This is an optimization exercise on Yosys and OpenROAD, whose aim is small area, not a production implementation. Function was checked by simulation only, so behaviour that the tests miss may differ from the original. No activity file was given, so power comes from the tool's default toggle rates.

<file path="flow/flow/run.sh">
#!/bin/bash
# Own layout flow: the standard ORFS flow (standard.sh) with two changes.
#  1. ABC maps the combinational logic with an area-oriented script
#     (flow/abc_area.script, picked by ABC_AREA 1); registers are untouched.
#  2. Port buffers use sky130_fd_sc_hd__buf_1 rather than the flow's default
#     choice (clkdlybuf4s50_1); every port still gets its buffer.
# Each step's full output stays in orfs/logs/ (ORFS writes one log per step);
# make's own output goes to flow_make.log here.
set -euo pipefail
W=$(pwd)
rm -rf "$W/scripts"
cp -r "$FLOW_HOME/scripts" "$W/scripts"
cp "$W/flow/abc_area.script" "$W/scripts/abc_area.script"
export BUFFER_PORTS_ARGS="-buffer_cell sky130_fd_sc_hd__buf_1"
sed "s|make -C |make SCRIPTS_DIR=$W/scripts -C |" standard.sh > "$W/standard_own.sh"
bash "$W/standard_own.sh" finish > "$W/flow_make.log" 2>&1
</file>
<file path="flow/constraint.sdc">
create_clock -name core_clock -period 10.0 [get_ports {pulseprog_clk}]
set_input_delay 2.0000 -clock core_clock [delete_from_list [all_inputs] [get_ports {pulseprog_clk}]]
set_output_delay 2.0000 -clock core_clock [all_outputs]
set_load 0.01 [all_outputs]
</file>
<file path="flow/design.v">
package nmr_seq_pkg;
	typedef logic [31:0] cycle_cnt_t;	 
	typedef logic [15:0] echo_cnt_t;	 
	typedef struct packed {
		cycle_cnt_t	pulse90;			 
		cycle_cnt_t	delay_nosig;		 
		cycle_cnt_t	pulse180;			 
		cycle_cnt_t	delay_sig;			 
		cycle_cnt_t	rx_delay;			 
		cycle_cnt_t	samples_per_echo;	 
		echo_cnt_t	echoes;				 
		logic		phase_cycle;		 
		logic [14:0]	spare;			 
	} seq_param_t;
	typedef enum logic [2:0] {
		IDLE		= 3'b000,	 
		P90			= 3'b001,	 
		DLY_NOSIG	= 3'b010,	 
		P180		= 3'b101,	 
		DLY_SIG		= 3'b110	 
	} seq_state_t;
endpackage
package nmr_acq_pkg;
	typedef logic [13:0]		adc_word_t;	 
	typedef logic signed [14:0]	iq_word_t;	 
	typedef logic signed [23:0]	acc_t;		 
	typedef logic [7:0]			dec_fact_t;	 
	typedef struct packed {
		iq_word_t	dc_sub;		 
		dec_fact_t	dec_fact;	 
	} acq_param_t;
	typedef struct packed {
		acc_t	i_sum;
		acc_t	q_sum;
	} iq_sample_t;
endpackage
module param_loader
(
	input	logic						pulseprog_clk,
	input	logic						arst_n,
	input	logic						param_req,
	output	logic						param_ack,
	input	nmr_seq_pkg::seq_param_t	seq_param,
	input	nmr_acq_pkg::acq_param_t	acq_param,
	input	logic						busy_in,	 
	output	logic						load,		 
	output	logic						run_start,	 
	output	logic [31:0]				pulse180,
	output	logic [31:0]				delay_sig,
	output	logic [31:0]				rx_delay,
	output	logic [31:0]				samples,
	output	logic						phase_cycle,
	output	nmr_acq_pkg::iq_word_t		dc_sub,
	output	nmr_acq_pkg::dec_fact_t		dec_fact
);
	assign load = param_req && !param_ack && !busy_in && !run_start;
	always_ff @(posedge pulseprog_clk or negedge arst_n)
	begin
		if (!arst_n)
		begin
			param_ack <= 1'b0;
			run_start <= 1'b0;
		end
		else
		begin
			run_start <= 1'b0;
			if (load)
				param_ack <= 1'b1;
			else if (param_ack && !param_req)
			begin
				param_ack <= 1'b0;
				run_start <= 1'b1;
			end
		end
	end
	always_ff @(posedge pulseprog_clk)
	begin
		if (load)
		begin
			pulse180    <= seq_param.pulse180;
			delay_sig   <= seq_param.delay_sig;
			rx_delay    <= seq_param.rx_delay;
			samples     <= seq_param.samples_per_echo;
			phase_cycle <= seq_param.phase_cycle;
			dc_sub      <= acq_param.dc_sub;
			dec_fact    <= acq_param.dec_fact;
		end
	end
endmodule
module cpmg_sequencer
(
	input	logic						pulseprog_clk,
	input	logic						arst_n,
	input	logic						load,			 
	input	logic [31:0]				pulse90_in,		 
	input	logic [31:0]				delay_nosig_in,
	input	logic [15:0]				echoes_in,
	input	logic						run_start,
	input	logic [31:0]				pulse180,
	input	logic [31:0]				delay_sig,
	input	logic [31:0]				rx_delay,
	input	logic [31:0]				samples,
	output	logic						tx_gate,
	output	logic						rx_en,
	output	logic						busy,
	output	logic						sample_strobe,	 
	output	logic						win_first,		 
	output	logic						pair_valid		 
);
	nmr_seq_pkg::seq_state_t	state;
	logic [31:0]	v;			 
	logic [31:0]	w;			 
	logic [15:0]	e;			 
	logic			in_p90, in_nosig, in_p180, in_sig;
	logic			v_end, w_end;
	logic			done;
	logic			last_echo;
	assign in_p90   = (state == nmr_seq_pkg::P90);
	assign in_nosig = (state == nmr_seq_pkg::DLY_NOSIG);
	assign in_p180  = (state == nmr_seq_pkg::P180);
	assign in_sig   = (state == nmr_seq_pkg::DLY_SIG);
	assign v_end     = ~|v;
	assign w_end     = ~|w;
	assign done      = in_nosig ? w_end : v_end;
	assign last_echo = (e == 16'd1);
	logic	w_open;		 
	logic	w_start;
	logic	window;
	assign w_start = in_sig && !w_open && w_end && (|samples);
	assign window  = w_start || (in_sig && w_open && !w_end);
	logic	v_ds, v_p180, v_keep;
	logic	w_rx, w_spe, w_keep;
	assign v_ds   = busy && done && in_p180;
	assign v_p180 = busy && done && !in_p180;
	assign v_keep = !load && !(busy && done);
	assign w_rx   = in_p180;
	assign w_spe  = w_start;
	assign w_keep = !load && !in_p180 && !w_start;
	always_ff @(posedge pulseprog_clk)
	begin
		v <= (({32{load}}   & pulse90_in)
		    | ({32{v_ds}}   & delay_sig)
		    | ({32{v_p180}} & pulse180)
		    | ({32{v_keep}} & v))
		   - {31'd0, busy || run_start};
		w <= (({32{load}}   & delay_nosig_in)
		    | ({32{w_rx}}   & rx_delay)
		    | ({32{w_spe}}  & samples)
		    | ({32{w_keep}} & w))
		   - {31'd0, in_nosig || in_sig || (in_p90 && v_end)};
		e <= (({16{load}} & echoes_in) | ({16{!load}} & e)) - {15'd0, in_sig && done};
	end
	always_ff @(posedge pulseprog_clk or negedge arst_n)
	begin
		if (!arst_n)
			state <= nmr_seq_pkg::IDLE;
		else if (state == nmr_seq_pkg::IDLE)
		begin
			if (run_start)
				state <= nmr_seq_pkg::P90;
		end
		else if (done)
		begin
			unique case (state)
				nmr_seq_pkg::P90:		state <= nmr_seq_pkg::DLY_NOSIG;
				nmr_seq_pkg::DLY_NOSIG:	state <= nmr_seq_pkg::P180;
				nmr_seq_pkg::P180:		state <= nmr_seq_pkg::DLY_SIG;
				default:				state <= last_echo ? nmr_seq_pkg::IDLE : nmr_seq_pkg::P180;
			endcase
		end
	end
	assign tx_gate = in_p90 || in_p180;
	assign rx_en   = in_sig;
	assign busy    = (state != nmr_seq_pkg::IDLE);
	always_ff @(posedge pulseprog_clk)
	begin
		if (!in_sig || w_end)
			w_open <= w_start;
	end
	logic [5:0]	win_sr;
	always_ff @(posedge pulseprog_clk or negedge arst_n)
	begin
		if (!arst_n)
			win_sr <= '0;
		else
			win_sr <= {win_sr[4:0], window};
	end
	assign sample_strobe = win_sr[4];
	assign win_first     = win_sr[4] && !win_sr[5];
	assign pair_valid    = win_sr[5];
endmodule
module iq_demod
(
	input	logic						pulseprog_clk,
	input	logic						arst_n,
	input	logic						sample_strobe,
	input	logic						win_first,		 
	input	nmr_acq_pkg::adc_word_t		adc_data,
	input	nmr_acq_pkg::iq_word_t		dc_sub,
	input	logic						phase_cycle,	 
	output	nmr_acq_pkg::iq_word_t		mag,			 
	output	logic						odd				 
);
	logic [1:0]				phase_k;	 
	logic [1:0]				k_cur;		 
	logic					neg;
	assign k_cur = win_first ? 2'd0 : phase_k;
	assign neg   = k_cur[1] ^ phase_cycle;	 
	assign mag   = ({1'b0, adc_data} ^ {15{neg}}) + (dc_sub ^ {15{!neg}}) + 15'd1;
	assign odd   = k_cur[0];
	always_ff @(posedge pulseprog_clk)
	begin
		if (sample_strobe)
			phase_k <= k_cur + 2'd1;
	end
endmodule
module iq_decimator
(
	input	logic						pulseprog_clk,
	input	logic						arst_n,
	input	nmr_acq_pkg::iq_word_t		mag,
	input	logic						odd,
	input	logic						sample_strobe,
	input	logic						win_first,	 
	input	logic						pair_valid,	 
	input	nmr_acq_pkg::dec_fact_t		dec_fact,
	input	logic						run_start,	 
	output	logic						out_req,
	input	logic						out_ack,
	output	nmr_acq_pkg::iq_sample_t	out_data,
	output	logic						overrun
);
	nmr_acq_pkg::acc_t		acc_i, acc_q;
	nmr_acq_pkg::acc_t		sum;
	nmr_acq_pkg::dec_fact_t	grp_cnt;
	nmr_acq_pkg::dec_fact_t	nxt_cnt;
	logic					grp_done;	 
	logic					clr;
	logic					pending;
	assign nxt_cnt  = grp_cnt + {7'd0, pair_valid};
	assign grp_done = pair_valid && (nxt_cnt == dec_fact);
	assign pending  = out_req || out_ack;
	logic	wr_i, wr_q;		 
	logic	keep_i, keep_q;
	assign clr    = win_first || grp_done;
	assign wr_i   = sample_strobe && !odd;
	assign wr_q   = sample_strobe &&  odd;
	assign keep_i = !clr && !wr_i;
	assign keep_q = !clr && !wr_q;
	assign sum    = (({24{!clr && !odd}} & acc_i) | ({24{!clr && odd}} & acc_q))
	              + nmr_acq_pkg::acc_t'(mag);
	always_ff @(posedge pulseprog_clk)
	begin
		if (run_start || grp_done || win_first)
			grp_cnt <= '0;
		else
			grp_cnt <= nxt_cnt;
	end
	always_ff @(posedge pulseprog_clk)
	begin
		acc_i <= ({24{wr_i}} & sum) | ({24{keep_i}} & acc_i);
		acc_q <= ({24{wr_q}} & sum) | ({24{keep_q}} & acc_q);
	end
	always_ff @(posedge pulseprog_clk or negedge arst_n)
	begin
		if (!arst_n)
		begin
			out_req <= 1'b0;
			overrun <= 1'b0;
		end
		else
		begin
			if (run_start)
				overrun <= 1'b0;
			if (grp_done && pending)
				overrun <= 1'b1;			 
			if (grp_done && !pending)
				out_req <= 1'b1;
			else if (out_req && out_ack)
				out_req <= 1'b0;
		end
	end
	always_ff @(posedge pulseprog_clk)
	begin
		if (grp_done && !pending)
		begin
			out_data.i_sum <= acc_i;
			out_data.q_sum <= acc_q;
		end
	end
endmodule
module nmr_pulseprog_top
(
	input	logic						pulseprog_clk,
	input	logic						arst_n,
	input	logic						param_req,
	output	logic						param_ack,
	input	nmr_seq_pkg::seq_param_t	seq_param,
	input	nmr_acq_pkg::acq_param_t	acq_param,
	input	nmr_acq_pkg::adc_word_t		adc_data,
	output	logic						tx_gate,
	output	logic						rx_en,
	output	logic						busy,
	output	logic						out_req,
	input	logic						out_ack,
	output	nmr_acq_pkg::iq_sample_t	out_data,
	output	logic						overrun
);
	logic						load;
	logic						run_start;
	logic [31:0]				pulse180, delay_sig, rx_delay, samples;
	logic						phase_cycle;
	nmr_acq_pkg::iq_word_t		dc_sub;
	nmr_acq_pkg::dec_fact_t		dec_fact;
	logic						sample_strobe, win_first, pair_valid;
	nmr_acq_pkg::iq_word_t		mag;
	logic						odd;
	param_loader u_param_loader
	(
		.pulseprog_clk	(pulseprog_clk),
		.arst_n			(arst_n),
		.param_req		(param_req),
		.param_ack		(param_ack),
		.seq_param		(seq_param),
		.acq_param		(acq_param),
		.busy_in		(busy),
		.load			(load),
		.run_start		(run_start),
		.pulse180		(pulse180),
		.delay_sig		(delay_sig),
		.rx_delay		(rx_delay),
		.samples		(samples),
		.phase_cycle	(phase_cycle),
		.dc_sub			(dc_sub),
		.dec_fact		(dec_fact)
	);
	cpmg_sequencer u_cpmg_sequencer
	(
		.pulseprog_clk	(pulseprog_clk),
		.arst_n			(arst_n),
		.load			(load),
		.pulse90_in		(seq_param.pulse90),
		.delay_nosig_in	(seq_param.delay_nosig),
		.echoes_in		(seq_param.echoes),
		.run_start		(run_start),
		.pulse180		(pulse180),
		.delay_sig		(delay_sig),
		.rx_delay		(rx_delay),
		.samples		(samples),
		.tx_gate		(tx_gate),
		.rx_en			(rx_en),
		.busy			(busy),
		.sample_strobe	(sample_strobe),
		.win_first		(win_first),
		.pair_valid		(pair_valid)
	);
	iq_demod u_iq_demod
	(
		.pulseprog_clk	(pulseprog_clk),
		.arst_n			(arst_n),
		.sample_strobe	(sample_strobe),
		.win_first		(win_first),
		.adc_data		(adc_data),
		.dc_sub			(dc_sub),
		.phase_cycle	(phase_cycle),
		.mag			(mag),
		.odd			(odd)
	);
	iq_decimator u_iq_decimator
	(
		.pulseprog_clk	(pulseprog_clk),
		.arst_n			(arst_n),
		.mag			(mag),
		.odd			(odd),
		.sample_strobe	(sample_strobe),
		.win_first		(win_first),
		.pair_valid		(pair_valid),
		.dec_fact		(dec_fact),
		.run_start		(run_start),
		.out_req		(out_req),
		.out_ack		(out_ack),
		.out_data		(out_data),
		.overrun		(overrun)
	);
endmodule
</file>
<file path="flow/standard.sh">
#!/bin/bash
# synth_recipe.tcl (not shown) runs the flow's synth.tcl, then flattens the netlist and writes it again
# the make line also repeats each setting of config.mk as NAME=value (left out here)
make -C /OpenROAD-flow-scripts/flow DESIGN_CONFIG=/design/flow/config.mk WORK_HOME=/design/flow/orfs CLKGATE_MAP_FILE= SYNTH_SCRIPT=/design/flow/synth_recipe.tcl "${@:-finish}"
</file>
<file path="flow/flow/abc_area.script">
strash
&get -n
&fraig -x
&put
dc2
dc2
strash
dch -f
amap
topo
</file>
<file path="flow/config.mk">
export PLATFORM = sky130hd
export DESIGN_NAME = nmr_pulseprog_top
export DESIGN_NICKNAME = nmr_pulseprog_top
export VERILOG_FILES = /design/flow/design.v
export SDC_FILE = /design/flow/constraint.sdc
export NUM_CORES = 4
export LEC_CHECK = 0
export ABC_AREA = 1
export CAP_MARGIN = 20
export CORE_MARGIN = 2
export CORE_UTILIZATION = 42
export CTS_BUF_LIST = sky130_fd_sc_hd__clkbuf_16
export CTS_CLUSTER_DIAMETER = 100
export CTS_CLUSTER_SIZE = 28
export PLACE_DENSITY = 0.65
export SLEW_MARGIN = 20
</file>
==> flow_summary.toml, run 1 <==
[outcome]
status = "finished clean"

[logic_synthesis]
ys.flop_type = "edfxtp_1"
yosysMostFrequentCell = "edfxtp_1"
ys_ff_latch = 352
synth_area_leaders = "edfxtp_1 (42%), dfxtp_1 (19%), o22ai_1 (5.0%), clkinv_1 (3.9%), nor2_1 (3.3%)"
syn_inst = 1291
synthArstFlopShare = 0.0369
synth_cell_type_count = 45
synthTopCellsByCount = "edfxtp_1 (203), clkinv_1 (152), dfxtp_1 (136), nor2_1 (127), nand2_1 (116)"
synth_edf_count = 203
ys_seq_area_frac = 0.631
yosys.area.top_type_share = 0.420
yosysTopAreaCell = "edfxtp_1"
syn_nets = 1589
synthesis.area_um2 = 14500
synth_warnings = 4
avgSynthCellArea_um2 = 11.2

[job]
max-cap-violations = 0

[critical_path]
r2r_slack_ps = 1110
cp.arrival_ps = 9260
rr_worst_depth = 53
max_stage_delay_ps = 760
cp_common_cell = "nor2_1"
cp_data_required_time_ps = 10370
reg2reg_from = "u_cpmg_sequencer.win_sr[5]"
critical_path_buf_inv_count = 5
cp_slowest_cell = "a2111oi_0"
critPathLaunch = "u_cpmg_sequencer.win_sr[5]"
end_kind = "register"
worstSetupStartpointType = "register"
r2r_end = "u_iq_decimator.acc_i[23]"
path_class = "register to register"
cp_max_fo = 24
critPathTopFamily = "compound AO/OA/AOI/OAI gates"

[timing]
fmax_ghz = 0.113
setup_viol = 0
slew_headroom = 0.345
setup_tns_ps = 0
worst_slack_ps = 1110
finClkSkew_ps = 22.9
report.final.hold_viol_count = 0
drv_slew = 0
worst_pin_slew_ps = 958
fin_crit_ps = 8890
rsz0062_at_grt = "false"
fin_crit_sh = 0.889

[global_route]
grt_pass1_wl_um = 53200
grt_overflow = 0
grt.total_usage = 0.183
antenna_found_initial = 2
grt_max_degree = 81
grt_pass1_vias = 10600

[routing]
ant_nets = 0
first_pass_iters = 5
post_drt_wl_per_cell_um = 16.0
drc = 0
vias = 11000
drt-initial-drc-count = 614
via_per_inst = 5.25
routed_wl_um = 33600

[clocking]
holdBufCountCts = 0
post_cts_buffers = 0
cts_buffers = 16
postCtsResizedCells = 0
clkTransAtPathRegs_ps = 100
htreeDepth = 1
cts.sinks = 352
insertion_delay_ps = 520
tritoncts = "yes"
cts_root_buf = "clkbuf_16"
clk_path_buf_depth = 3

[power]
p_per_area_nw_per_um2 = 204
vdd_drop_max_mv = 0.135
cellLeakagePower_uw = 0.00583

[place]
hpwlAfterDp_um = 24800
numPortBuffers = 303
place_worst_setup_slack_ps = 1090
gp_congestion = 0.850

[floorplanning]
die_area_um2 = 36000
core_region_area_um2 = 34300
num_rows = 68
die_x_um = 190
io_pins = 319
fp.dieH_um = 190
start_util = 0.423

[final_layout]
final.fill_count = 3165
nNetsFinal = 1925
synthToLayoutAreaGrowth_pct = 16.2
drive_gt1_frac = 0.0263

[hold_path]
whs_path_depth = 0
hold_start = "u_cpmg_sequencer.win_sr[1]"
hold_path_end = "u_cpmg_sequencer.win_sr[2]"
hold_path.class = "register to register"
stage by stage:
step / power [uW] / utilization / hold slack, ps / instance area, um2 / instances
floorplan: 2480 / - / 331 / 14500 / 1291
global placement: 2670 / 0.477 / 333 / 16400 / 2064
detailed placement: 2700 / 0.477 / 335 / 16400 / 2064
CTS: 3470 / 0.491 / 360 / 16900 / 2092
global route: 3660 / 0.491 / 373 / 16900 / 2092
finish: 3440 / 0.492 / 357 / 16900 / 2094
worst max path at each step:
stage	end	slack, ps	depth (start not counted)
6_report	u_iq_decimator.acc_i[23]	1110	53
5_1_grt	u_iq_decimator.acc_q[23]	120	53
4_1_cts	u_iq_decimator.acc_i[23]	1010	53
3_5_place_dp	u_iq_decimator.acc_q[23]	1090	53
3_3_place_gp	u_iq_decimator.acc_q[23]	1220	53
2_1_floorplan	u_cpmg_sequencer.w[30]	320	25
where the power goes:
group	internal, uW	switching [uW]
logic	321	463
registers	1770	116
clock network	330	439
registers in the layout, indices dropped and copies added (netlist names), 3 cells and up:
name,cells
u_cpmg_sequencer.e,16
u_cpmg_sequencer.state,3
u_cpmg_sequencer.v,32
u_cpmg_sequencer.w,32
u_cpmg_sequencer.win_sr,6
u_iq_decimator.acc_i,24
u_iq_decimator.acc_q,24
u_iq_decimator.grp_cnt,8
u_iq_decimator.out_data,48
u_param_loader.dc_sub,15
u_param_loader.dec_fact,8
u_param_loader.delay_sig,32
u_param_loader.pulse180,32
u_param_loader.rx_delay,32
u_param_loader.samples,32
metal layers:
| layer | vias to the layer above | routed length [um] | global-route usage |
|---|---|---|---|
| li1 | 5575 | - | - |
| met5 | - | 12 | 0 |
| met3 | 37 | 1950 | 0.0336 |
| met1 | 5098 | 14700 | 0.235 |
| met4 | 2 | 609 | 0.0426 |
| met2 | 291 | 16300 | 0.323 |
area by class of cell:
| cell class | count | area [um2] | share of cell area |
|---|---|---|---|
| Antenna cell | 2 | 5.00 | 0.000297 |
| Clock buffer | 18 | 450 | 0.0267 |
| Clock inverter | 10 | 42.5 | 0.00252 |
| Inverter | 152 | 578 | 0.0343 |
| Multi-Input combinational cell | 787 | 4820 | 0.286 |
| Sequential cell | 352 | 9140 | 0.542 |
| Tap cell | 455 | 569 | 0.0338 |
| Timing Repair Buffer | 318 | 1250 | 0.0742 |
placed cells by master, fill, tap and decap left out, drive strengths merged, types with 2 or more instances in the layout:
| master | count |
|---|---|
| buf | 318 |
| edfxtp | 203 |
| clkinv | 152 |
| dfxtp | 136 |
| nor2 | 127 |
| nand2 | 116 |
| o22ai | 115 |
| o21ai | 73 |
| a221oi | 42 |
| a22o | 40 |
| ha | 32 |
| a21oi | 28 |
| nor4 | 27 |
| nand3 | 24 |
| a21o | 21 |
| and3 | 19 |
| o21a | 18 |
| clkbuf | 18 |
| a222oi | 16 |
| dfrtp | 13 |
| nor3 | 11 |
| or2 | 10 |
| inv | 10 |
| nand2b | 9 |
| nand4 | 8 |
| a22oi | 7 |
| a221o | 6 |
| o221a | 5 |
| nor2b | 4 |
| xor2 | 4 |
| xnor2 | 3 |
| a21boi | 3 |
| diode | 2 |
| o221ai | 2 |
| o21bai | 2 |
| a31oi | 2 |
logic make-up (layout without fill, tap and decap cells):
family	Yosys count	in the layout	share of synthesized area
DFF	352	352	0.631
other	0	2	0
and+or+nand+nor	360	360	0.111
adders and majority gates	33	33	0.0290
buffers and inverters	152	498	0.0393
AOI/OAI and AO/OA	387	387	0.186
xor gates and xnor gates	7	7	0.00423
==> run 2, diff against run 1 <==
--- a/flow/design.v
+++ b/flow/design.v
@@ -232,4 +232,5 @@
 );
-	nmr_acq_pkg::acc_t		acc_i, acc_q;
-	nmr_acq_pkg::acc_t		sum;
+	logic [22:0]			acc_i, acc_q;
+	logic [22:0]			sum;
+	logic [22:0]			res_i, res_q;
 	nmr_acq_pkg::dec_fact_t	grp_cnt;
@@ -249,4 +250,4 @@
 	assign keep_q = !clr && !wr_q;
-	assign sum    = (({24{!clr && !odd}} & acc_i) | ({24{!clr && odd}} & acc_q))
-	              + nmr_acq_pkg::acc_t'(mag);
+	assign sum    = (({23{!clr && !odd}} & acc_i) | ({23{!clr && odd}} & acc_q))
+	              + {{8{mag[14]}}, mag};
 	always_ff @(posedge pulseprog_clk)
@@ -260,4 +261,4 @@
 	begin
-		acc_i <= ({24{wr_i}} & sum) | ({24{keep_i}} & acc_i);
-		acc_q <= ({24{wr_q}} & sum) | ({24{keep_q}} & acc_q);
+		acc_i <= ({23{wr_i}} & sum) | ({23{keep_i}} & acc_i);
+		acc_q <= ({23{wr_q}} & sum) | ({23{keep_q}} & acc_q);
 	end
@@ -286,6 +287,8 @@
 		begin
-			out_data.i_sum <= acc_i;
-			out_data.q_sum <= acc_q;
+			res_i <= acc_i;
+			res_q <= acc_q;
 		end
 	end
+	assign out_data.i_sum = {res_i[22], res_i};
+	assign out_data.q_sum = {res_q[22], res_q};
 endmodule
==> flow/flow/abc_area.script (replaced) <==
strash
&get -n
&fraig -x
&put
dc2
dc2
strash
&get -n
&dch -f
&nf -p -a -R 100 -F 8 -A 8
&put
==> flow_summary.toml, run 2 <==
[outcome]
status = "finished clean"

[global_route]
grtUsageMet2 = 0.313
grt_overflow = 0
grt_util_met3 = 0.0290
grt.total_usage = 0.177
grt_most_used_layer = "met2"
grt_max_degree = 189
grt_pass1_wl_um = 51300
antenna_found_initial = 2
grtUsageMet1 = 0.231
grt_pass1_vias = 10000

[floorplanning]
start_util = 0.423
die_area_um2 = 36100
core_region_area_um2 = 34300
io_pins = 319
num_rows = 68
fp.dieH_um = 190
die_x_um = 190

[job]
max-cap-violations = 0

[routing]
first_pass_iters = 7
via_per_inst = 5.25
routed_wl_um = 32300
post_drt_wl_per_cell_um = 16.7
drc = 0
ant_nets = 0
drt-initial-drc-count = 594
vias = 10200

[clocking]
cts_root_buf = "clkbuf_16"
clkTransAtPathRegs_ps = 110
post_cts_buffers = 0
cts.sinks = 348
tritoncts = "yes"
htreeDepth = 1
clk_path_buf_depth = 3
insertion_delay_ps = 520
cts_buffers = 16
postCtsResizedCells = 0
holdBufCountCts = 0

[power]
swShare = 0.304
vdd_drop_max_mv = 0.146
p_clk_frac = 0.210
cellLeakagePower_uw = 0.00604
p_comb_frac = 0.255
p_sw_uw = 1080
p_per_area_nw_per_um2 = 209
seq_power_share = 0.535
p_int_uw = 2480

[final_layout]
final_cell_mix = "buf_1 (303), edfxtp_1 (201), dfxtp_1 (134)"
drive_gt1_frac = 0.0521
synthToLayoutAreaGrowth_pct = 17.5
nNetsFinal = 1766
final_common_cell = "buf_1"

[logic_synthesis]
ys_ff_latch = 348
yosys.area.top_type_share = 0.416
yosysTopAreaCell = "edfxtp_1"
synthesis.area_um2 = 14500
synthArstFlopShare = 0.0374
synthTopCellsByCount = "edfxtp_1 (201), dfxtp_1 (134), nand2_1 (97), a22o_1 (95), xnor2_1 (58)"
avgSynthCellArea_um2 = 12.8
syn_nets = 1432
syn_inst = 1135
synth_edf_count = 201
yosysMostFrequentCell = "edfxtp_1"
ys.flop_type = "edfxtp_1"
synth_area_leaders = "edfxtp_1 (42%), dfxtp_1 (18%), a22o_1 (5.7%), xnor2_1 (3.5%), xor2_1 (2.9%)"
ys_seq_area_frac = 0.623
synth_cell_type_count = 46
synth_warnings = 4

[timing]
worst_pin_slew_ps = 1060
report.final.hold_viol_count = 0
fmax_ghz = 0.135
drv_slew = 0
fin_crit_ps = 7380
setup_tns_ps = 0
setup_viol = 0
worst_slack_ps = 2620
fin_crit_sh = 0.738
slew_headroom = 0.291
rsz0062_at_grt = "false"
finClkSkew_ps = 18.7

[place]
numPortBuffers = 303
place_worst_setup_slack_ps = 1960
hpwlAfterDp_um = 23500
gp_congestion = 0.819

[critical_path]
end_kind = "register"
reg2reg_from = "u_cpmg_sequencer.win_sr[5]"
worstSetupStartpointType = "primary input"
cp.arrival_ps = 7800
cp_max_fo = 188
critPathLaunch = "param_req"
path_class = "primary input to register"
cp_data_required_time_ps = 10420

[hold_path]
hold_start = "u_cpmg_sequencer.win_sr[1]"
hold_path.class = "register to register"
run 2: cell families after synthesis:
logic type,Yosys count,share of synthesized area
buffers and inverters,32,0.00879
adders and majority gates,32,0.0281
and+or+nand+nor,312,0.110
DFF,348,0.623
muxes,23,0.0159
xor gates and xnor gates,106,0.0640
AOI/OAI and AO/OA,282,0.150
run 2: worst paths after layout:
| check | endpoint | slack (ps) | depth (start not counted) |
|---|---|---|---|
| min | u_cpmg_sequencer.win_sr[2] | 360 | 0 |
| min in group asynchronous | u_iq_decimator.out_req | 1500 | 1 |
| max reg2reg | u_iq_decimator.acc_q[21] | 2930 | 35 |
| max | u_cpmg_sequencer.w[30] | 2620 | 26 |
| min reg2reg | u_cpmg_sequencer.win_sr[2] | 360 | 0 |
| max in group asynchronous | u_cpmg_sequencer.state[0] | 8060 | 1 |
run 2: critical path, cell delays in order:
cell	delay, ps
buf_1	170
nand2_4	80
nor2_4	160
buf_12	640
nor3_2	60
buf_4	270
a221oi_1	320
ha_2	240
ha_1	170
nand2b_1	70
or4_1	440
or3_1	360
nor3_1	300
and2_0	250
nand2_1	110
nor3_1	250
or3b_1	440
nor3_2	200
nand2b_1	110
nor4_1	420
nand2_1	100
nor2_1	170
nand2_1	110
nor2_1	100
nand2_1	70
xnor2_1	150
run 2: power groups by stage:
stage / Combinational, uW / Sequential, uW / Clock [uW]
6_report: 907 / 1910 / 749
5_1_grt: 1030 / 1930 / 832
4_1_cts: 916 / 1900 / 785
3_5_place_dp: 912 / 1930 / 0
3_3_place_gp: 880 / 1930 / 0
2_1_floorplan: 719 / 1900 / 0
run 2: metal layers:
metal	wire [um]	vias to the layer above
met5	0	-
met4	564	0
met3	1830	31
met2	15800	273
met1	14000	4793
li1	-	5073
run 2: metrics by stage:
stage	cells	total power (uW)	hold slack, ps	instance area, um2	util
floorplan	1135	2620	331	14700	-
CTS	1934	3600	360	17000	0.497
finish	1936	3560	358	17000	0.497
global route	1936	3790	363	17000	0.497
detailed placement	1906	2850	335	16600	0.483
global placement	1906	2810	333	16600	0.483
run 2: area by class of cell:
class / instances / area, um2
antenna: 2 / 5.00
timing repair buffer: 318 / 1260
clock buffer: 17 / 425
sequential: 348 / 9040
inverter: 30 / 114
tap: 455 / 569
clock inverter: 11 / 52.6
multi-input combinational: 755 / 5580
fill: 3115 / 17200
==> run 3, diff against run 2 <==
==> flow/flow/abc_area.script (replaced) <==
strash
&get -n
&fraig -x
&put
dc2
dc2
strash
dch -f
amap
topo
==> flow_summary.toml, run 3 <==
[outcome]
status = "finished clean"

[timing]
rsz0062_at_grt = "false"
slew_headroom = 0.324
drv_slew = 0
setup_tns_ps = 0
fmax_ghz = 0.115
hold_slack_ps = 361
setup_viol = 0
fin_crit_sh = 0.871
worst_pin_slew_ps = 1010
fin_crit_ps = 8710
report.final.hold_viol_count = 0
finClkSkew_ps = 25.9

[critical_path]
cp_data_required_time_ps = 10360
path_class = "register to register"
cp.arrival_ps = 9070
cp_slowest_cell = "or2_0"
end_kind = "register"
cp_common_cell = "nor2_1"
worstSetupStartpointType = "register"
rr_worst_depth = 52
max_stage_delay_ps = 630
cp_max_fo = 11

[final_layout]
drive_gt1_frac = 0.0253
finalNonFillerCells = 2074
final_common_cell = "buf_1"
synthToLayoutAreaGrowth_pct = 16.3
postLayoutCoreUtil = 0.497
nNetsFinal = 1908
final_cell_mix = "buf_1 (303), edfxtp_1 (201), clkinv_1 (148)"
multiInputGateArea_um2 = 4770
seq_area_um2 = 9040
final.fill_count = 3093

[clocking]
clk_path_buf_depth = 3
clkTransAtPathRegs_ps = 100
htreeDepth = 1
tritoncts = "yes"
insertion_delay_ps = 520
post_cts_buffers = 0
cts_buffers = 17
cts.sinks = 348
cts_root_buf = "clkbuf_16"
postCtsResizedCells = 0
holdBufCountCts = 0

[floorplanning]
die_x_um = 189
start_util = 0.427
fp.dieH_um = 189
num_rows = 67
io_pins = 319
die_area_um2 = 35700
core_region_area_um2 = 33600

[logic_synthesis]
synth_warnings = 4
synth_area_leaders = "edfxtp_1 (42%), dfxtp_1 (19%), o22ai_1 (4.8%), clkinv_1 (3.9%), nor2_1 (3.2%)"
ys_seq_area_frac = 0.630
synth_edf_count = 201
synthArstFlopShare = 0.0374
avgSynthCellArea_um2 = 11.2
ys_ff_latch = 348
yosysTopAreaCell = "edfxtp_1"
syn_inst = 1279
syn_nets = 1576
synthTopCellsByCount = "edfxtp_1 (201), clkinv_1 (149), dfxtp_1 (134), nor2_1 (123), nand2_1 (119)"
yosysMostFrequentCell = "edfxtp_1"
ys.flop_type = "edfxtp_1"
synth_cell_type_count = 46
synthesis.area_um2 = 14400
yosys.area.top_type_share = 0.421

[power]
p_comb_frac = 0.237
p_clk_frac = 0.224
p_per_area_nw_per_um2 = 210
vdd_drop_max_mv = 0.191
cellLeakagePower_uw = 0.00579
p_sw_uw = 1080
swShare = 0.307
seq_power_share = 0.540
p_int_uw = 2430

[routing]
wl_met1_um = 14300
post_drt_wl_per_cell_um = 16.4
routed.top_layer = "met5"
routed_wl_um = 33900
routed-wl-met2_um = 16700
route.met3.wl_um = 2180
first_pass_iters = 5
via_per_inst = 5.30
ant_nets = 0
drt-initial-drc-count = 461
drc = 0
vias = 11000

[place]
hpwlAfterDp_um = 25000
dp_cells = 2040
gp_congestion = 0.818
numPortBuffers = 303

[global_route]
grt_pass1_vias = 10600
grt.total_usage = 0.188
antenna_found_initial = 8
grt_overflow = 0
grt_pass1_wl_um = 53600
grt_max_degree = 116

[hold_path]
hold_path.class = "register to register"
whs_path_depth = 0

[job]
max-cap-violations = 0
[run 3: cell count changes after synthesis, moves of 22 or more]
cell	delta
a22o_1	-52
o21ai_0	+40
nand2_1	+22
nor2_1	+78
a221oi_1	+35
clkinv_1	+119
xnor2_1	-56
mux2i_1	-23
o22ai_1	+110
a21o_1	+22
xor2_1	-47
[run 3: final cells by class]
type,count,area share
diodes,5,0.000750
clock buffers,17,0.0255
clock inverters,12,0.00502
inverters,149,0.0340
multi-input cells,780,0.286
flip-flops and latches,348,0.542
well taps,448,0.0336
repair buffers,315,0.0735
[run 3: worst max-delay path: cells and delay by family (launching register included)]
family                     cells  cell delay (ps)
DFF                            1              400
buffers and inverters          7              780
AOI/OAI and AO/OA             18             3420
and+or+nand+nor               23             3180
adders and majority gates      4              780
[run 3: worst paths after layout]
path | start | end | slack (ps)
min in group asynchronous | arst_n | u_cpmg_sequencer.state[0] | 1520
setup reg to reg | u_cpmg_sequencer.win_sr[5] | u_iq_decimator.acc_i[22] | 1290
setup / recovery | u_cpmg_sequencer.win_sr[5] | u_iq_decimator.acc_i[22] | 1290
hold reg to reg | u_cpmg_sequencer.win_sr[2] | u_cpmg_sequencer.win_sr[3] | 360
max in group asynchronous | arst_n | u_iq_decimator.out_req | 8010
hold / removal | u_cpmg_sequencer.win_sr[2] | u_cpmg_sequencer.win_sr[3] | 360
[run 3: logic make-up after synthesis]
group,Yosys count,share of synthesized area
AO/OA/AOI/OAI,393,0.190
AND/OR/NAND/NOR,352,0.109
flip-flops,348,0.630
buffers and inverters,151,0.0400
adder cells (fa/ha/maj),32,0.0284
XOR/XNOR,3,0.00183
[run 3: per-layer routing]
metal	track usage	vias to the layer above
met5	0	-
met3	0.0378	48
met2	0.329	325
met4	0.0478	6
met1	0.237	5080
li1	-	5523
[run 3: through the flow]
step	area, um2	power [uW]	setup WS [ps]
floorplan	14400	2520	164
global placement	16200	2720	1360
detailed placement	16200	2750	1320
CTS	16700	3540	1250
global route	16700	3720	178
finish	16700	3510	1290
[run 3: power groups by stage]
stage	clock network (uW)	logic [uW]	registers (uW)
after global placement	0	804	1920
final	786	830	1890
after global routing	859	949	1920
after detailed placement	0	832	1920
after floorplan	0	634	1890
after CTS	814	834	1890
==> run 4, diff against run 3 <==
--- a/flow/config.mk
+++ b/flow/config.mk
@@ -8,3 +8,3 @@
 export ABC_AREA = 1
-export CAP_MARGIN = 20
+export CAP_MARGIN = 5
 export CORE_MARGIN = 2
@@ -15,2 +15,2 @@
 export PLACE_DENSITY = 0.65
-export SLEW_MARGIN = 20
+export SLEW_MARGIN = 5
==> flow_summary.toml, run 4 <==
[outcome]
status = "finished clean"

[final_layout]
final_common_cell = "buf_1"
finalNonFillerCells = 2073
final.fill_count = 3091
drive_gt1_frac = 0.0247
final_cell_mix = "buf_1 (303), edfxtp_1 (201), clkinv_1 (148)"
nNetsFinal = 1907
synthToLayoutAreaGrowth_pct = 16.2
postLayoutCoreUtil = 0.496

[timing]
rsz0062_at_grt = "false"
setup_tns_ps = 0
fin_crit_ps = 8800
worst_slack_ps = 1200
report.final.hold_viol_count = 0
fmax_ghz = 0.114
finClkSkew_ps = 18.8
slew_headroom = 0.310
drv_slew = 0
setup_viol = 0
worst_pin_slew_ps = 1040
fin_crit_sh = 0.880

[power]
swShare = 0.300
p_int_uw = 2450
cellLeakagePower_uw = 0.00579
vdd_drop_max_mv = 0.144
p_total_uw = 3500
p_per_area_nw_per_um2 = 210
p_comb_frac = 0.238
p_sw_uw = 1050
p_clk_frac = 0.222
seq_power_share = 0.541

[logic_synthesis]
synth_warnings = 4
ys_ff_latch = 348
synth-compound-area-share = 0.190
syn_inst = 1279
yosys.area.top_type_share = 0.421
synth_area_leaders = "edfxtp_1 (42%), dfxtp_1 (19%), o22ai_1 (4.8%), clkinv_1 (3.9%), nor2_1 (3.2%)"
synthTopCellsByCount = "edfxtp_1 (201), clkinv_1 (149), dfxtp_1 (134), nor2_1 (123), nand2_1 (119)"
ys.flop_type = "edfxtp_1"
synth_mux_area_frac = 0
synth-simple-area-share = 0.109
syn_nets = 1576
yosysMostFrequentCell = "edfxtp_1"
avgSynthCellArea_um2 = 11.2
synth_top_family_by_area = "compound AO/OA/AOI/OAI gates"
synth_cell_type_count = 46
synth_edf_count = 201
synthesis.area_um2 = 14400
synth_xor_area_frac = 0.00183
synthArstFlopShare = 0.0374
synthAdderAreaFrac = 0.0284
yosysTopAreaCell = "edfxtp_1"
ys_seq_area_frac = 0.630

[floorplanning]
io_pins = 319
core_region_area_um2 = 33600
die_area_um2 = 35700
die_x_um = 189
start_util = 0.427
fp.dieH_um = 189
num_rows = 67

[routing]
routed_wl_um = 33800
drc = 0
ant_nets = 0
drt-initial-drc-count = 503
first_pass_iters = 5
post_drt_wl_per_cell_um = 16.3
vias = 11000
via_per_inst = 5.29

[place]
hpwlAfterDp_um = 25000
dp_cells = 2040
gp_congestion = 0.818
numPortBuffers = 303
place_worst_setup_slack_ps = 1300

[clocking]
cts_root_buf = "clkbuf_16"
cts_buffers = 16
holdBufCountCts = 0
clk_path_buf_depth = 3
postCtsResizedCells = 0
clkTransAtPathRegs_ps = 110
htreeDepth = 1
insertion_delay_ps = 520
post_cts_buffers = 0
cts.sinks = 348
tritoncts = "yes"

[critical_path]
reg2reg_from = "u_cpmg_sequencer.win_sr[5]"
cp_data_required_time_ps = 10370
worstSetupStartpointType = "register"
r2r_slack_ps = 1200
end_kind = "register"
r2r_end = "u_iq_decimator.acc_i[22]"
path_class = "register to register"
cp.arrival_ps = 9170
max_stage_delay_ps = 640
cp_max_fo = 11
cp_common_cell = "nor2_1"
rr_worst_depth = 52
cp_slowest_cell = "or2_0"

[hold_path]
whs_path_depth = 0
hold_path_end = "u_cpmg_sequencer.win_sr[4]"
hold_path.class = "register to register"
hold_start = "u_cpmg_sequencer.win_sr[3]"

[global_route]
grt_overflow = 0
grt_pass1_vias = 10700
grt.total_usage = 0.187
grt_pass1_wl_um = 53700
grt_max_degree = 116
antenna_found_initial = 7

[job]
max-cap-violations = 0
run 4: area by class of cell:
type | instances | area (um2) | area share
sequential | 348 | 9040 | 0.542
multi-input combinational | 780 | 4770 | 0.286
timing repair buffer | 315 | 1230 | 0.0736
inverter | 149 | 567 | 0.0340
tap | 448 | 561 | 0.0336
clock buffer | 17 | 425 | 0.0255
clock inverter | 11 | 73.8 | 0.00442
antenna | 5 | 12.5 | 0.000750
run 4: kinds of logic (layout without fill, tap and decap cells):
family	after synthesis	after routing
compound gates	393	393
simple gates	352	352
flops	348	348
buf+inv	151	492
fa+ha+maj	32	32
xor+xnor	3	3
other cells	0	5
run 4: power groups by stage:
stage          sequential [uW]  combinational [uW]  clock [uW]
2_1_floorplan             1890                 634           0
3_3_place_gp              1920                 804           0
5_1_grt                   1920                 950         849
6_report                  1890                 831         775
3_5_place_dp              1920                 833           0
4_1_cts                   1890                 835         804
run 4: how the worst max path moves through the flow:
stage	slack, ps	cells after the start	endpoint	from
after floorplan	160	33	u_cpmg_sequencer.v[30]	param_req
after global placement	1360	52	u_iq_decimator.acc_q[22]	u_cpmg_sequencer.win_sr[5]
final	1200	52	u_iq_decimator.acc_i[22]	u_cpmg_sequencer.win_sr[5]
after detailed placement	1300	52	u_iq_decimator.acc_i[22]	u_cpmg_sequencer.win_sr[5]
after global routing	170	52	u_iq_decimator.acc_i[22]	u_cpmg_sequencer.win_sr[5]
after CTS	1220	52	u_iq_decimator.acc_i[22]	u_cpmg_sequencer.win_sr[5]
run 4: per-layer routing:
metal | vias up | wire [um] | GRT usage
met4 | 4 | 721 | 0.0541
met1 | 5071 | 14400 | 0.240
li1 | 5510 | - | -
met5 | - | 28 | 0
met2 | 338 | 16600 | 0.329
met3 | 45 | 2000 | 0.0297
run 4: critical path, delay by kind of cell (launching register included):
kind	cells	cell delay (ps)
AO/OA/AOI/OAI	18	3450
adder cells (fa/ha/maj)	4	780
buffers and inverters	7	800
flip-flops	1	400
AND/OR/NAND/NOR	23	3240
run 4: stage by stage:
stage | cell area (um2) | hold WS, ps
4_1_cts | 16700 | 360
3_5_place_dp | 16200 | 335
5_1_grt | 16700 | 381
6_report | 16700 | 359
2_1_floorplan | 14400 | 331
3_3_place_gp | 16200 | 332
==> run 5, diff against run 4 <==
--- a/flow/config.mk
+++ b/flow/config.mk
@@ -8,5 +8,5 @@
 export ABC_AREA = 1
-export CAP_MARGIN = 5
+export CAP_MARGIN = 20
 export CORE_MARGIN = 2
-export CORE_UTILIZATION = 42
+export CORE_UTILIZATION = 50
 export CTS_BUF_LIST = sky130_fd_sc_hd__clkbuf_16
@@ -14,3 +14,3 @@
 export CTS_CLUSTER_SIZE = 28
-export PLACE_DENSITY = 0.65
-export SLEW_MARGIN = 5
+export PLACE_DENSITY = 0.7
+export SLEW_MARGIN = 20
==> flow_summary.toml, run 5 <==
[floorplanning]
num_rows = 62
start_util = 0.504
io_pins = 319
die_x_um = 173
die_area_um2 = 30100
core_region_area_um2 = 28500
fp.dieH_um = 173

[critical_path]
cp_common_cell = "nor2_1"
cp.arrival_ps = 9170
cp_slowest_cell = "a2111oi_0"
end_kind = "register"
critical_path_buf_inv_count = 7
path_class = "register to register"
cp_max_fo = 10
critPathTopFamily = "compound AO/OA/AOI/OAI gates"
worstSetupStartpointType = "register"
max_stage_delay_ps = 730
cp_data_required_time_ps = 10360

[logic_synthesis]
synth_warnings = 4
ys_seq_area_frac = 0.630
syn_inst = 1279
yosys.area.top_type_share = 0.421
synthArstFlopShare = 0.0374
synth_area_leaders = "edfxtp_1 (42%), dfxtp_1 (19%), o22ai_1 (4.8%), clkinv_1 (3.9%), nor2_1 (3.2%)"
ys_ff_latch = 348
synth_cell_type_count = 46
syn_nets = 1576
yosysMostFrequentCell = "edfxtp_1"
synthTopCellsByCount = "edfxtp_1 (201), clkinv_1 (149), dfxtp_1 (134), nor2_1 (123), nand2_1 (119)"
synth_edf_count = 201
avgSynthCellArea_um2 = 11.2
yosysTopAreaCell = "edfxtp_1"
synthesis.area_um2 = 14400
ys.flop_type = "edfxtp_1"

[clocking]
cts_root_buf = "clkbuf_16"
holdBufCountCts = 0
postCtsResizedCells = 0
cts.sinks = 348
clkTransAtPathRegs_ps = 110
clk_path_buf_depth = 3
tritoncts = "yes"
cts_buffers = 16
post_cts_buffers = 0
insertion_delay_ps = 520
htreeDepth = 1

[routing]
first_pass_iters = 5
via_per_inst = 5.49
routed_wl_um = 32600
drc = 0
post_drt_wl_per_cell_um = 16.2
vias = 11000
drt-initial-drc-count = 751
ant_nets = 0

[power]
swShare = 0.301
p_int_uw = 2420
vdd_drop_max_mv = 0.133
p_total_uw = 3470
p_clk_frac = 0.216
seq_power_share = 0.545
p_per_area_nw_per_um2 = 209
p_sw_uw = 1050
p_comb_frac = 0.238
cellLeakagePower_uw = 0.00579

[timing]
drv_slew = 0
setup_tns_ps = 0
fin_crit_ps = 8810
finClkSkew_ps = 21.7
setup_viol = 0
worst_pin_slew_ps = 921
hold_slack_ps = 358
fmax_ghz = 0.113
report.final.hold_viol_count = 0
slew_headroom = 0.370
rsz0062_at_grt = "false"
fin_crit_sh = 0.881

[final_layout]
synthToLayoutAreaGrowth_pct = 15.6
final.fill_count = 2443
final_cell_mix = "buf_1 (303), edfxtp_1 (201), clkinv_1 (148)"
drive_gt1_frac = 0.0265
final_common_cell = "buf_1"
nNetsFinal = 1910

[place]
numPortBuffers = 303
hpwlAfterDp_um = 23800
gp_congestion = 0.806

[global_route]
grt_max_degree = 101
grt_overflow = 0
grt.total_usage = 0.212
grt_pass1_wl_um = 52100
grt_pass1_vias = 10600
antenna_found_initial = 2

[outcome]
status = "finished clean"

[hold_path]
hold_path.class = "register to register"

[job]
max-cap-violations = 0
-- run 5: cell count changes in the layout (fill, tap and decap cells not counted), sizes merged --
cell and delta:
buf +3, diode -4, clkinv +1, bufinv -1
-- run 5: kinds of logic (layout without fill, tap and decap cells) --
group,count (synthesis),in the layout,share of synthesized area
other cells,0,1,0
buf+inv,151,495,0.0400
simple gates,352,352,0.109
compound gates,393,393,0.190
xor+xnor,3,3,0.00183
flops,348,348,0.630
fa+ha+maj,32,32,0.0284
-- run 5: final cells by class --
class | instances | area, um2 | area share
Inverter | 149 | 567 | 0.0342
Tap cell | 384 | 480 | 0.0290
Timing Repair Buffer | 318 | 1250 | 0.0754
Antenna cell | 1 | 2.50 | 0.000151
Sequential cell | 348 | 9040 | 0.545
Multi-Input combinational cell | 780 | 4760 | 0.287
Clock inverter | 11 | 55.1 | 0.00332
Clock buffer | 17 | 425 | 0.0256
-- run 5: stage by stage --
step	util	worst slack, ps	instance area (um2)	instances
after floorplan	-	164	14400	1279
after global placement	0.566	1330	16100	1979
after detailed placement	0.566	1200	16100	1979
after CTS	0.583	1110	16600	2007
after global routing	0.583	279	16600	2008
final	0.583	1190	16600	2008
-- run 5: power by group through the flow --
stage | clock network, uW | registers [uW] | logic (uW)
final | 751 | 1890 | 827
after global routing | 820 | 1910 | 942
after CTS | 774 | 1890 | 831
after detailed placement | 0 | 1920 | 827
after global placement | 0 | 1910 | 796
after floorplan | 0 | 1890 | 634
-- run 5: worst paths after layout --
check                           depth (start not counted)                          to                  startpoint  slack [ps]
worst min-delay path                                    0  u_cpmg_sequencer.win_sr[4]  u_cpmg_sequencer.win_sr[3]         360
worst min register to register                          0  u_cpmg_sequencer.win_sr[4]  u_cpmg_sequencer.win_sr[3]         360
worst max-delay path                                   52    u_iq_decimator.acc_i[22]  u_cpmg_sequencer.win_sr[5]        1190
worst max register to register                         52    u_iq_decimator.acc_i[22]  u_cpmg_sequencer.win_sr[5]        1190
min in group asynchronous                               1   u_cpmg_sequencer.state[2]                      arst_n        1500
max in group asynchronous                               1    u_param_loader.run_start                      arst_n        8040
-- run 5: layer usage --
layer	routed length (um)	vias up	share of wire	track usage
met3	1920	56	0.059	0.0406
met2	15800	326	0.48	0.367
met4	997	0	0.031	0.0632
met5	0	-	0	0
met1	13900	5136	0.43	0.272
li1	-	5515	-	-

[what the ideal ports hide]
How much do the figures lean on ideal ports? The routed layouts below were timed once more, with nothing changed but the port constraints.
Step 1: set_driving_cell puts a clkbuf_16 on pulseprog_clk and a buf_2 on each other input, an assumption about the parent block.
Step 2 moves the port delays by t, midway between the first and last clock arrival at a register: inputs arrive t later, outputs are due t later. That takes back most of the time a late clock gives input paths.
a / b / c = ideal / step 1 / step 2; a / b = the first two.
run	shift t [ns]	setup slack, ns	worst setup path after step 2	worst data-port slew with drivers (ns)
run 1	0.555	1.113 / 1.113 / 1.113	register to register	0.08
run 2	0.557	2.618 / 2.600 / 2.043	input to register	0.09
run 3	0.559	1.293 / 1.293 / 1.293	register to register	0.09
run 4	0.557	1.197 / 1.197 / 1.197	register to register	0.09
run 5	0.555	1.188 / 1.188 / 1.188	register to register	0.09
After both steps setup and hold are still met in every run listed. For run 2, which loses most, drivers alone change the setup slack by -0.018 ns; drivers and shift together by -0.575 ns.
